Context: an optimization exercise on an open-source flow, tuned for small area. The choices shown serve that exercise and are no tape-out recipe.
RTL that was checked went through simulation tests only; none was proved equivalent to the original.
No activity file was given, so power comes from the tool's default toggle rates.

==> module rvv_backend_div_rs_sel4, before the edit <==
module rvv_backend_div_rs_sel4 #(
  parameter int W = 1
) (
  input  logic [3:0]        sel,
  input  logic [3:0][W-1:0] d,
  output logic [W-1:0]      q
);
  logic [W-1:0] w_aoi, w_nand;
  rvv_backend_div_rs_aoi3 #(.W(W)) u_aoi  (.sel(sel[2:0]), .d(d[2:0]), .y(w_aoi));
  rvv_backend_div_rs_nand #(.W(W)) u_nand (.sel(sel[3]),   .d(d[3]),   .y(w_nand));
  assign q = ~(w_aoi & w_nand);
endmodule
==> module rvv_backend_div_rs_nand, before the edit <==
module rvv_backend_div_rs_nand #(
  parameter int W = 1
) (
  input  logic         sel,
  input  logic [W-1:0] d,
  output logic [W-1:0] y
);
  assign y = ~({W{sel}} & d);
endmodule
==> module rvv_backend_div_rs_aoi3, before the edit <==
module rvv_backend_div_rs_aoi3 #(
  parameter int W = 1
) (
  input  logic [2:0]        sel,
  input  logic [2:0][W-1:0] d,
  output logic [W-1:0]      y
);
  assign y = ~(({W{sel[0]}} & d[0]) | ({W{sel[1]}} & d[1]) | ({W{sel[2]}} & d[2]));
endmodule
clock: 5.0 ns
lec_check: 0
cap_margin: 20
core_margin: 2
core_utilization: 65
slew_margin: 20
synth_hierarchical: 1
synth_minimum_keep_size: 0
standard.sh (not shown) runs the stock make flow with config.mk's settings and CLKGATE_MAP_FILE= SYNTH_SCRIPT=/design/flow/synth_recipe.tcl, a recipe that flattens the netlist after the stock synthesis.
==> flow/flow/run.sh <==
#!/bin/bash
# Standard ORFS layout (standard.sh, unchanged synthesis) with area-oriented
# settings: small port buffers and smaller clock buffers without dummy loads.
set -uo pipefail
export BUFFER_PORTS_ARGS="-buffer_cell sky130_fd_sc_hd__buf_1"
export CTS_ARGS="-sink_clustering_enable -repair_clock_nets -dont_use_dummy_load -buf_list {sky130_fd_sc_hd__clkbuf_4 sky130_fd_sc_hd__clkbuf_8} -sink_clustering_size 18 -sink_clustering_max_diameter 80"
bash standard.sh > standard.log 2>&1
The baseline completed with no timing, DRC or antenna violations.
Change:
--- a/flow/design.v
+++ b/flow/design.v
@@ -134,28 +134,8 @@
   input  logic [3:0][W-1:0] d,
   output logic [W-1:0]      q
 );
-  logic [W-1:0] w_aoi, w_nand;
-  rvv_backend_div_rs_aoi3 #(.W(W)) u_aoi  (.sel(sel[2:0]), .d(d[2:0]), .y(w_aoi));
-  rvv_backend_div_rs_nand #(.W(W)) u_nand (.sel(sel[3]),   .d(d[3]),   .y(w_nand));
-  assign q = ~(w_aoi & w_nand);
-endmodule
-module rvv_backend_div_rs_nand #(
-  parameter int W = 1
-) (
-  input  logic         sel,
-  input  logic [W-1:0] d,
-  output logic [W-1:0] y
-);
-  assign y = ~({W{sel}} & d);
-endmodule
-module rvv_backend_div_rs_aoi3 #(
-  parameter int W = 1
-) (
-  input  logic [2:0]        sel,
-  input  logic [2:0][W-1:0] d,
-  output logic [W-1:0]      y
-);
-  assign y = ~(({W{sel[0]}} & d[0]) | ({W{sel[1]}} & d[1]) | ({W{sel[2]}} & d[2]));
+  assign q = ({W{sel[0]}} & d[0]) | ({W{sel[1]}} & d[1]) |
+             ({W{sel[2]}} & d[2]) | ({W{sel[3]}} & d[3]);
 endmodule
 module rvv_backend_div_rs_hold #(
   parameter int W = 1
What happened:
- sequential share of layout area goes down by 0.44 points
- wire length goes up by about 3%
- cell area goes up by 0.94%
- via count goes up by 0.74%
- die area goes up by 1.0%
- utilization goes up by 0.31 points
- hold slack got worse by 33 ps
- clock power barely changes
- final cell count is about the same
- synthesized cell count stays the same
- power goes down by 0.52%
- combinational power stays flat
- count of clock-buffer cells in the layout does not change

== run A ==
The RTL this note starts from:
==> flow/design.v <==
package rvv_backend_div_rs_pkg;
  localparam int NUM_DIV      = 2;
  localparam int DIV_RS_DEPTH = 8;
  localparam int RS_MAX_PORTS = 8;
  typedef struct packed {
    logic [3:0]  uop_index;
    logic [4:0]  vd_addr;
    logic [31:0] src1;
    logic [31:0] src2;
  } DIV_RS_t;
  localparam int DIV_RS_W     = 4 + 5 + 32 + 32;
  function automatic int unsigned rs_prefix_count(input logic [RS_MAX_PORTS-1:0] vld);
    int unsigned n;
    logic        run;
    n   = 0;
    run = 1'b1;
    for (int i = 0; i < RS_MAX_PORTS; i++) begin
      run = run & vld[i];
      if (run) n = n + 1;
    end
    rs_prefix_count = n;
  endfunction
endpackage
module rvv_backend_div_rs #(
  parameter int DEPTH     = rvv_backend_div_rs_pkg::DIV_RS_DEPTH,
  parameter int PUSH_NUM  = 2,
  parameter int POP_NUM   = rvv_backend_div_rs_pkg::NUM_DIV
) (
  input  logic                                            clk,
  input  logic                                            rst_n,
  input  logic                                            trap_flush_rvv,
  input  logic [PUSH_NUM-1:0]                             push,
  input  logic [PUSH_NUM*rvv_backend_div_rs_pkg::DIV_RS_W-1:0] push_data,
  output logic                                            fifo_full,
  output logic [PUSH_NUM-1:1]                             fifo_almost_full,
  input  logic [POP_NUM-1:0]                              pop,
  output logic [POP_NUM*rvv_backend_div_rs_pkg::DIV_RS_W-1:0]  pop_data,
  output logic                                            fifo_empty,
  output logic [POP_NUM-1:1]                              fifo_almost_empty,
  output logic [$clog2(DEPTH):0]                          remain
);
  localparam int DW = rvv_backend_div_rs_pkg::DIV_RS_W;
  logic [2:0]        r_wrPtr;   
  logic [2:0]        r_rdPtr;
  logic [3:0]        r_count;
  logic [3:0][DW-1:0] r_even;    
  logic [3:0][DW-1:0] r_odd;     
  logic w_full, w_empty, w_almostFull, w_almostEmpty;
  assign w_full        = r_count[3];
  assign w_empty       = ~|r_count;
  assign w_almostFull  = r_count[3] | (&r_count[2:0]);
  assign w_almostEmpty = ~r_count[3] & ~r_count[2] & ~r_count[1];
  logic push1, push2, pop1, pop2;
  assign push1 = push[0] & ~w_full;
  assign push2 = push[0] & push[1] & ~w_almostFull;
  assign pop1  = pop[0] & ~w_empty;
  assign pop2  = pop[0] & pop[1] & ~w_almostEmpty;
  assign r_wrPtr = r_rdPtr + r_count[2:0];
  function automatic logic [2:0] ptr_adv(input logic [2:0] p, input logic one, input logic two);
    logic inc1, cy;
    inc1 = one & ~two;
    cy   = two | (inc1 & p[0]);
    ptr_adv = {p[2] ^ (cy & p[1]), p[1] ^ cy, p[0] ^ inc1};
  endfunction
  logic [3:0] w_countNext;
  assign w_countNext = r_count + {2'b00, push2, push1 & ~push2} - {2'b00, pop2, pop1 & ~pop2};
  always_ff @(posedge clk or negedge rst_n) begin
    if (!rst_n) begin
      r_rdPtr <= '0;
      r_count <= '0;
    end else if (trap_flush_rvv) begin
      r_rdPtr <= '0;
      r_count <= '0;
    end else begin
      r_rdPtr <= ptr_adv(r_rdPtr, pop1, pop2);
      r_count <= w_countNext;
    end
  end
  logic [DW-1:0] w_evenIn, w_oddIn;
  assign w_evenIn = ~(r_wrPtr[0] ? push_data[DW +: DW] : push_data[0 +: DW]);
  assign w_oddIn  = ~(r_wrPtr[0] ? push_data[0 +: DW]  : push_data[DW +: DW]);
  logic [1:0] w_row0, w_row1;
  assign w_row0 = r_wrPtr[2:1];
  assign w_row1 = r_wrPtr[0] ? r_wrPtr[2:1] + 2'd1 : r_wrPtr[2:1];
  logic [3:0] w_evenWe, w_oddWe;
  always_comb begin
    for (int k = 0; k < 4; k++) begin
      w_evenWe[k] = ~trap_flush_rvv & (r_wrPtr[0] ? (push2 & (w_row1 == 2'(k)))
                                                  : (push1 & (w_row0 == 2'(k))));
      w_oddWe[k]  = ~trap_flush_rvv & (r_wrPtr[0] ? (push1 & (w_row0 == 2'(k)))
                                                  : (push2 & (w_row1 == 2'(k))));
    end
  end
  for (genvar k = 0; k < 4; k++) begin : g_mem
    always_ff @(posedge clk) begin
      if (w_evenWe[k]) r_even[k] <= w_evenIn;
      if (w_oddWe[k])  r_odd[k]  <= w_oddIn;
    end
  end
  logic [1:0] r_evenRow, r_oddRow;
  assign r_oddRow  = r_rdPtr[2:1];
  assign r_evenRow = r_rdPtr[2:1] + 2'(r_rdPtr[0]);
  logic [3:0] w_evenSel, w_oddSel;
  always_comb begin
    for (int k = 0; k < 4; k++) begin
      w_evenSel[k] = (r_evenRow == 2'(k));
      w_oddSel[k]  = (r_oddRow  == 2'(k));
    end
  end
  logic [DW-1:0] w_evenOut, w_oddOut;
  always_comb begin
    w_evenOut = '0;
    w_oddOut  = '0;
    for (int k = 0; k < 4; k++) begin
      w_evenOut = w_evenOut | ({DW{w_evenSel[k]}} & r_even[k]);
      w_oddOut  = w_oddOut  | ({DW{w_oddSel[k]}}  & r_odd[k]);
    end
  end
  assign pop_data[0  +: DW] = ~(r_rdPtr[0] ? w_oddOut  : w_evenOut);
  assign pop_data[DW +: DW] = ~(r_rdPtr[0] ? w_evenOut : w_oddOut);
  assign fifo_full            = w_full;
  assign fifo_empty           = w_empty;
  assign remain               = r_count;
  assign fifo_almost_full[1]  = w_almostFull;
  assign fifo_almost_empty[1] = w_almostEmpty;
endmodule
export LEC_CHECK = 0
export CAP_MARGIN = 20
export CORE_MARGIN = 2
export CORE_UTILIZATION = 65
export SLEW_MARGIN = 20
create_clock -name core_clock -period 5.0 [get_ports {clk}]
==> flow/flow/run.sh <==
#!/bin/bash
# Standard ORFS layout (standard.sh, unchanged synthesis) with area-oriented
# settings: small port buffers and smaller clock buffers without dummy loads.
set -uo pipefail
export BUFFER_PORTS_ARGS="-buffer_cell sky130_fd_sc_hd__buf_1"
export CTS_ARGS="-sink_clustering_enable -repair_clock_nets -dont_use_dummy_load -buf_list {sky130_fd_sc_hd__clkbuf_4 sky130_fd_sc_hd__clkbuf_8} -sink_clustering_size 20 -sink_clustering_max_diameter 80"
bash standard.sh > standard.log 2>&1
The following lists how run B was set up differently from run A:
--- a/flow/design.v
+++ b/flow/design.v
@@ -39,47 +39,41 @@
   output logic [POP_NUM-1:1]                              fifo_almost_empty,
   output logic [$clog2(DEPTH):0]                          remain
 );
   localparam int DW = rvv_backend_div_rs_pkg::DIV_RS_W;
-  logic [2:0]        r_wrPtr;   
+  logic [2:0]        r_wrPtr;
   logic [2:0]        r_rdPtr;
   logic [3:0]        r_count;
   logic [3:0][DW-1:0] r_even;    
   logic [3:0][DW-1:0] r_odd;     
-  logic w_full, w_empty, w_almostFull, w_almostEmpty;
-  assign w_full        = r_count[3];
-  assign w_empty       = ~|r_count;
-  assign w_almostFull  = r_count[3] | (&r_count[2:0]);
-  assign w_almostEmpty = ~r_count[3] & ~r_count[2] & ~r_count[1];
   logic push1, push2, pop1, pop2;
-  assign push1 = push[0] & ~w_full;
-  assign push2 = push[0] & push[1] & ~w_almostFull;
-  assign pop1  = pop[0] & ~w_empty;
-  assign pop2  = pop[0] & pop[1] & ~w_almostEmpty;
-  assign r_wrPtr = r_rdPtr + r_count[2:0];
-  function automatic logic [2:0] ptr_adv(input logic [2:0] p, input logic one, input logic two);
-    logic inc1, cy;
-    inc1 = one & ~two;
-    cy   = two | (inc1 & p[0]);
-    ptr_adv = {p[2] ^ (cy & p[1]), p[1] ^ cy, p[0] ^ inc1};
-  endfunction
-  logic [3:0] w_countNext;
-  assign w_countNext = r_count + {2'b00, push2, push1 & ~push2} - {2'b00, pop2, pop1 & ~pop2};
+  always_comb begin
+    push1 = push[0] & (r_count != 4'd8);
+    push2 = push[0] & push[1] & (r_count < 4'd7);
+    pop1  = pop[0] & (r_count != 4'd0);
+    pop2  = pop[0] & pop[1] & (r_count > 4'd1);
+  end
+  logic [1:0] npush, npop;
+  assign npush = {push2, push1 & ~push2};
+  assign npop  = {pop2,  pop1  & ~pop2};
   always_ff @(posedge clk or negedge rst_n) begin
     if (!rst_n) begin
+      r_wrPtr <= '0;
       r_rdPtr <= '0;
       r_count <= '0;
     end else if (trap_flush_rvv) begin
+      r_wrPtr <= '0;
       r_rdPtr <= '0;
       r_count <= '0;
     end else begin
-      r_rdPtr <= ptr_adv(r_rdPtr, pop1, pop2);
-      r_count <= w_countNext;
+      r_wrPtr <= r_wrPtr + 3'(npush);
+      r_rdPtr <= r_rdPtr + 3'(npop);
+      r_count <= r_count + 4'(npush) - 4'(npop);
     end
   end
   logic [DW-1:0] w_evenIn, w_oddIn;
-  assign w_evenIn = ~(r_wrPtr[0] ? push_data[DW +: DW] : push_data[0 +: DW]);
-  assign w_oddIn  = ~(r_wrPtr[0] ? push_data[0 +: DW]  : push_data[DW +: DW]);
+  assign w_evenIn = r_wrPtr[0] ? push_data[DW +: DW] : push_data[0 +: DW];
+  assign w_oddIn  = r_wrPtr[0] ? push_data[0 +: DW]  : push_data[DW +: DW];
   logic [1:0] w_row0, w_row1;
   assign w_row0 = r_wrPtr[2:1];
   assign w_row1 = r_wrPtr[0] ? r_wrPtr[2:1] + 2'd1 : r_wrPtr[2:1];
   logic [3:0] w_evenWe, w_oddWe;
@@ -115,12 +109,12 @@
       w_evenOut = w_evenOut | ({DW{w_evenSel[k]}} & r_even[k]);
       w_oddOut  = w_oddOut  | ({DW{w_oddSel[k]}}  & r_odd[k]);
     end
   end
-  assign pop_data[0  +: DW] = ~(r_rdPtr[0] ? w_oddOut  : w_evenOut);
-  assign pop_data[DW +: DW] = ~(r_rdPtr[0] ? w_evenOut : w_oddOut);
-  assign fifo_full            = w_full;
-  assign fifo_empty           = w_empty;
+  assign pop_data[0  +: DW] = r_rdPtr[0] ? w_oddOut  : w_evenOut;
+  assign pop_data[DW +: DW] = r_rdPtr[0] ? w_evenOut : w_oddOut;
+  assign fifo_full            = (r_count == 4'd8);
+  assign fifo_empty           = (r_count == 4'd0);
   assign remain               = r_count;
-  assign fifo_almost_full[1]  = w_almostFull;
-  assign fifo_almost_empty[1] = w_almostEmpty;
+  assign fifo_almost_full[1]  = (r_count >= 4'd7);
+  assign fifo_almost_empty[1] = (r_count <= 4'd1);
 endmodule
### Flow results
Run A has completed all stages; timing, DRC and antenna checks passed.
Run B went all the way through the flow, and no timing, DRC or antenna check failed.
Run A has a lower number of cell instances on the worst register-to-register path than run B.
Clock-buffer cell count: run B vs run A identical
Of run A and run B, the higher number of global-route vias before repair belongs to run B.
Compared with run A, run B supports a lower clock frequency.
Diff run A -> run B | proportion of register bits with asynchronous set or reset after synthesis | increase of 0.50 points
Compared with run A, run B shows worst stage delay on the critical path lower by 0.04 ns.
NOTE synthesized cell count run A->run B increased slightly
Run B: die width higher than run A
What run A reported for combinational power has to be multiplied by 0.836 to get the figure for run B.
Summary of run B over run A: worst hold-check slack climbed 0.10 ns, post-route total power now smaller, area share of fa/ha/maj cells after synthesis up 0.34 points.
Diff run A -> run B: die span in y went up, share of synthesized area spent on multiplexers now sits higher.

Another version of the RTL of rvv_backend_div_rs (not shown whole).
Size: ~2200 cells after synthesis, roughly 590 flip-flops, ~310 I/O pins, roughly 26000 um2 of cells after synthesis.
==> module rvv_backend_div_rs, before the edit <==
module rvv_backend_div_rs #(
  parameter int DEPTH     = rvv_backend_div_rs_pkg::DIV_RS_DEPTH,
  parameter int PUSH_NUM  = 2,
  parameter int POP_NUM   = rvv_backend_div_rs_pkg::NUM_DIV
) (
  input  logic                                            clk,
  input  logic                                            rst_n,
  input  logic                                            trap_flush_rvv,
  input  logic [PUSH_NUM-1:0]                             push,
  input  logic [PUSH_NUM*rvv_backend_div_rs_pkg::DIV_RS_W-1:0] push_data,
  output logic                                            fifo_full,
  output logic [PUSH_NUM-1:1]                             fifo_almost_full,
  input  logic [POP_NUM-1:0]                              pop,
  output logic [POP_NUM*rvv_backend_div_rs_pkg::DIV_RS_W-1:0]  pop_data,
  output logic                                            fifo_empty,
  output logic [POP_NUM-1:1]                              fifo_almost_empty,
  output logic [$clog2(DEPTH):0]                          remain
);
  localparam int DW = rvv_backend_div_rs_pkg::DIV_RS_W;
  logic [2:0]        r_wrPtr;   
  logic [2:0]        r_rdPtr;
  logic [3:0]        r_count;
  logic [3:0][DW-1:0] r_even;    
  logic [3:0][DW-1:0] r_odd;     
  logic w_full, w_empty, w_almostFull, w_almostEmpty;
  assign w_full        = r_count[3];
  assign w_empty       = ~|r_count;
  assign w_almostFull  = r_count[3] | (&r_count[2:0]);
  assign w_almostEmpty = ~r_count[3] & ~r_count[2] & ~r_count[1];
  logic push1, push2, pop1, pop2;
  assign push1 = push[0] & ~w_full;
  assign push2 = push[0] & push[1] & ~w_almostFull;
  assign pop1  = pop[0] & ~w_empty;
  assign pop2  = pop[0] & pop[1] & ~w_almostEmpty;
  assign r_wrPtr = r_rdPtr + r_count[2:0];
  function automatic logic [2:0] ptr_adv(input logic [2:0] p, input logic one, input logic two);
    logic inc1, cy;
    inc1 = one & ~two;
    cy   = two | (inc1 & p[0]);
    ptr_adv = {p[2] ^ (cy & p[1]), p[1] ^ cy, p[0] ^ inc1};
  endfunction
  logic [3:0] w_countNext;
  assign w_countNext = r_count + {2'b00, push2, push1 & ~push2} - {2'b00, pop2, pop1 & ~pop2};
  always_ff @(posedge clk or negedge rst_n) begin
    if (!rst_n) begin
      r_rdPtr <= '0;
      r_count <= '0;
    end else if (trap_flush_rvv) begin
      r_rdPtr <= '0;
      r_count <= '0;
    end else begin
      r_rdPtr <= ptr_adv(r_rdPtr, pop1, pop2);
      r_count <= w_countNext;
    end
  end
  logic [DW-1:0] w_evenIn, w_oddIn;
  assign w_evenIn = ~(r_wrPtr[0] ? push_data[DW +: DW] : push_data[0 +: DW]);
  assign w_oddIn  = ~(r_wrPtr[0] ? push_data[0 +: DW]  : push_data[DW +: DW]);
  logic [1:0] w_row0, w_row1;
  assign w_row0 = r_wrPtr[2:1];
  assign w_row1 = r_wrPtr[0] ? r_wrPtr[2:1] + 2'd1 : r_wrPtr[2:1];
  logic [3:0] w_evenWe, w_oddWe;
  always_comb begin
    for (int k = 0; k < 4; k++) begin
      w_evenWe[k] = ~trap_flush_rvv & (r_wrPtr[0] ? (push2 & (w_row1 == 2'(k)))
                                                  : (push1 & (w_row0 == 2'(k))));
      w_oddWe[k]  = ~trap_flush_rvv & (r_wrPtr[0] ? (push1 & (w_row0 == 2'(k)))
                                                  : (push2 & (w_row1 == 2'(k))));
    end
  end
  logic [3:0][DW-1:0] w_evenNext, w_oddNext;
  for (genvar k = 0; k < 4; k++) begin : g_mem
    rvv_backend_div_rs_hold #(.W(DW)) u_evenHold (
      .load(w_evenWe[k]), .hold(~w_evenWe[k]), .d(w_evenIn), .q(r_even[k]), .y(w_evenNext[k]));
    rvv_backend_div_rs_hold #(.W(DW)) u_oddHold (
      .load(w_oddWe[k]),  .hold(~w_oddWe[k]),  .d(w_oddIn),  .q(r_odd[k]),  .y(w_oddNext[k]));
    always_ff @(posedge clk) begin
      r_even[k] <= w_evenNext[k];
      r_odd[k]  <= w_oddNext[k];
    end
  end
  logic [1:0] r_evenRow, r_oddRow;
  assign r_oddRow  = r_rdPtr[2:1];
  assign r_evenRow = r_rdPtr[2:1] + 2'(r_rdPtr[0]);
  logic [3:0] w_evenSel, w_oddSel;
  always_comb begin
    for (int k = 0; k < 4; k++) begin
      w_evenSel[k] = (r_evenRow == 2'(k));
      w_oddSel[k]  = (r_oddRow  == 2'(k));
    end
  end
  logic [DW-1:0] w_evenOut, w_oddOut;
  rvv_backend_div_rs_sel4 #(.W(DW)) u_evenSel (.sel(w_evenSel), .d(r_even), .q(w_evenOut));
  rvv_backend_div_rs_sel4 #(.W(DW)) u_oddSel  (.sel(w_oddSel),  .d(r_odd),  .q(w_oddOut));
  assign pop_data[0  +: DW] = ~(r_rdPtr[0] ? w_oddOut  : w_evenOut);
  assign pop_data[DW +: DW] = ~(r_rdPtr[0] ? w_evenOut : w_oddOut);
  assign fifo_full            = w_full;
  assign fifo_empty           = w_empty;
  assign remain               = r_count;
  assign fifo_almost_full[1]  = w_almostFull;
  assign fifo_almost_empty[1] = w_almostEmpty;
endmodule
==> module rvv_backend_div_rs_hold, before the edit <==
module rvv_backend_div_rs_hold #(
  parameter int W = 1
) (
  input  logic         load,
  input  logic         hold,
  input  logic [W-1:0] d,
  input  logic [W-1:0] q,
  output logic [W-1:0] y
);
  assign y = ({W{load}} & d) | ({W{hold}} & q);
endmodule
export LEC_CHECK = 0
export CAP_MARGIN = 20
export CORE_MARGIN = 2
export CORE_UTILIZATION = 65
export SLEW_MARGIN = 20
export SYNTH_HIERARCHICAL = 1
export SYNTH_MINIMUM_KEEP_SIZE = 0
create_clock -name core_clock -period 5.0 [get_ports {clk}]
==> flow/flow/run.sh <==
#!/bin/bash
# Standard ORFS layout (standard.sh, unchanged synthesis) with area-oriented
# settings: small port buffers and smaller clock buffers without dummy loads.
set -uo pipefail
export BUFFER_PORTS_ARGS="-buffer_cell sky130_fd_sc_hd__buf_1"
export CTS_ARGS="-sink_clustering_enable -repair_clock_nets -dont_use_dummy_load -buf_list {sky130_fd_sc_hd__clkbuf_4 sky130_fd_sc_hd__clkbuf_8} -sink_clustering_size 18 -sink_clustering_max_diameter 80"
bash standard.sh > standard.log 2>&1
==> next run, changes <==
--- a/flow/design.v
+++ b/flow/design.v
@@ -88,21 +88,16 @@
       w_evenWe[k] = ~trap_flush_rvv & (r_wrPtr[0] ? (push2 & (w_row1 == 2'(k)))
                                                   : (push1 & (w_row0 == 2'(k))));
       w_oddWe[k]  = ~trap_flush_rvv & (r_wrPtr[0] ? (push1 & (w_row0 == 2'(k)))
                                                   : (push2 & (w_row1 == 2'(k))));
     end
   end
-  logic [3:0][DW-1:0] w_evenNext, w_oddNext;
   for (genvar k = 0; k < 4; k++) begin : g_mem
-    rvv_backend_div_rs_hold #(.W(DW)) u_evenHold (
-      .load(w_evenWe[k]), .hold(~w_evenWe[k]), .d(w_evenIn), .q(r_even[k]), .y(w_evenNext[k]));
-    rvv_backend_div_rs_hold #(.W(DW)) u_oddHold (
-      .load(w_oddWe[k]),  .hold(~w_oddWe[k]),  .d(w_oddIn),  .q(r_odd[k]),  .y(w_oddNext[k]));
     always_ff @(posedge clk) begin
-      r_even[k] <= w_evenNext[k];
-      r_odd[k]  <= w_oddNext[k];
+      if (w_evenWe[k]) r_even[k] <= w_evenIn;
+      if (w_oddWe[k])  r_odd[k]  <= w_oddIn;
     end
   end
   logic [1:0] r_evenRow, r_oddRow;
   assign r_oddRow  = r_rdPtr[2:1];
   assign r_evenRow = r_rdPtr[2:1] + 2'(r_rdPtr[0]);
   logic [3:0] w_evenSel, w_oddSel;
@@ -130,17 +125,6 @@
   input  logic [3:0][W-1:0] d,
   output logic [W-1:0]      q
 );
   assign q = ({W{sel[0]}} & d[0]) | ({W{sel[1]}} & d[1]) |
              ({W{sel[2]}} & d[2]) | ({W{sel[3]}} & d[3]);
 endmodule
-module rvv_backend_div_rs_hold #(
-  parameter int W = 1
-) (
-  input  logic         load,
-  input  logic         hold,
-  input  logic [W-1:0] d,
-  input  logic [W-1:0] q,
-  output logic [W-1:0] y
-);
-  assign y = ({W{load}} & d) | ({W{hold}} & q);
-endmodule
Result: The changed run produced a clean layout. Global-route usage decreases by 6.9 points. Die area decreases by 3.1%. Sequential power decreases by 14%. Sequential cell count is unchanged. Setup slack improves by 0.11 ns. Fmax increases by 2.6%. Final area increases by 2.0%. Utilization increases by 3.5 points. Register-to-register slack improves by 0.36 ns. Routed wire length decreases by 25%.
Only the layout flow was run in the first run of this note; the RTL was not checked for function there.

[re-timing with driven ports]
No port has a modelled driver above. Below, the same layouts with a new extraction and two added sets of constraints.
Step 1 assumes that a clkbuf_16 drives the clock port and a buf_2 every other input.
Step 2 moves the port delays by t, midway between the first and last clock arrival at a register: inputs arrive t later, outputs are due t later. That takes back most of the time a late clock gives input paths.
Slacks: ideal ports / drivers / drivers and shift; pairs: ideal ports / drivers.
run | shift t [ns] | slack for setup (ns) | hold slack, ns | cell pins on the clock port's net
the first run of note 1 | 0.643 | 0.314 / 0.259 / 0.901 | 0.296 / 0.271 / 0.480 | 1
the second run of note 1 | 0.651 | 0.577 / 0.523 / 1.174 | 0.263 / 0.235 / 0.482 | 1
run A | 0.621 | 0.903 / 0.852 / 1.472 | 0.301 / 0.315 / 0.880 | 1
run B | 0.611 | 0.833 / 0.779 / 1.389 | 0.405 / 0.376 / 0.632 | 1
the first run of note 3 | 0.628 | 0.585 / 0.529 / 1.124 | 0.316 / 0.284 / 0.482 | 1
the second run of note 3 | 0.628 | 0.696 / 0.644 / 1.272 | 0.290 / 0.260 / 0.832 | 1
After both steps setup and hold are still met in every run listed.
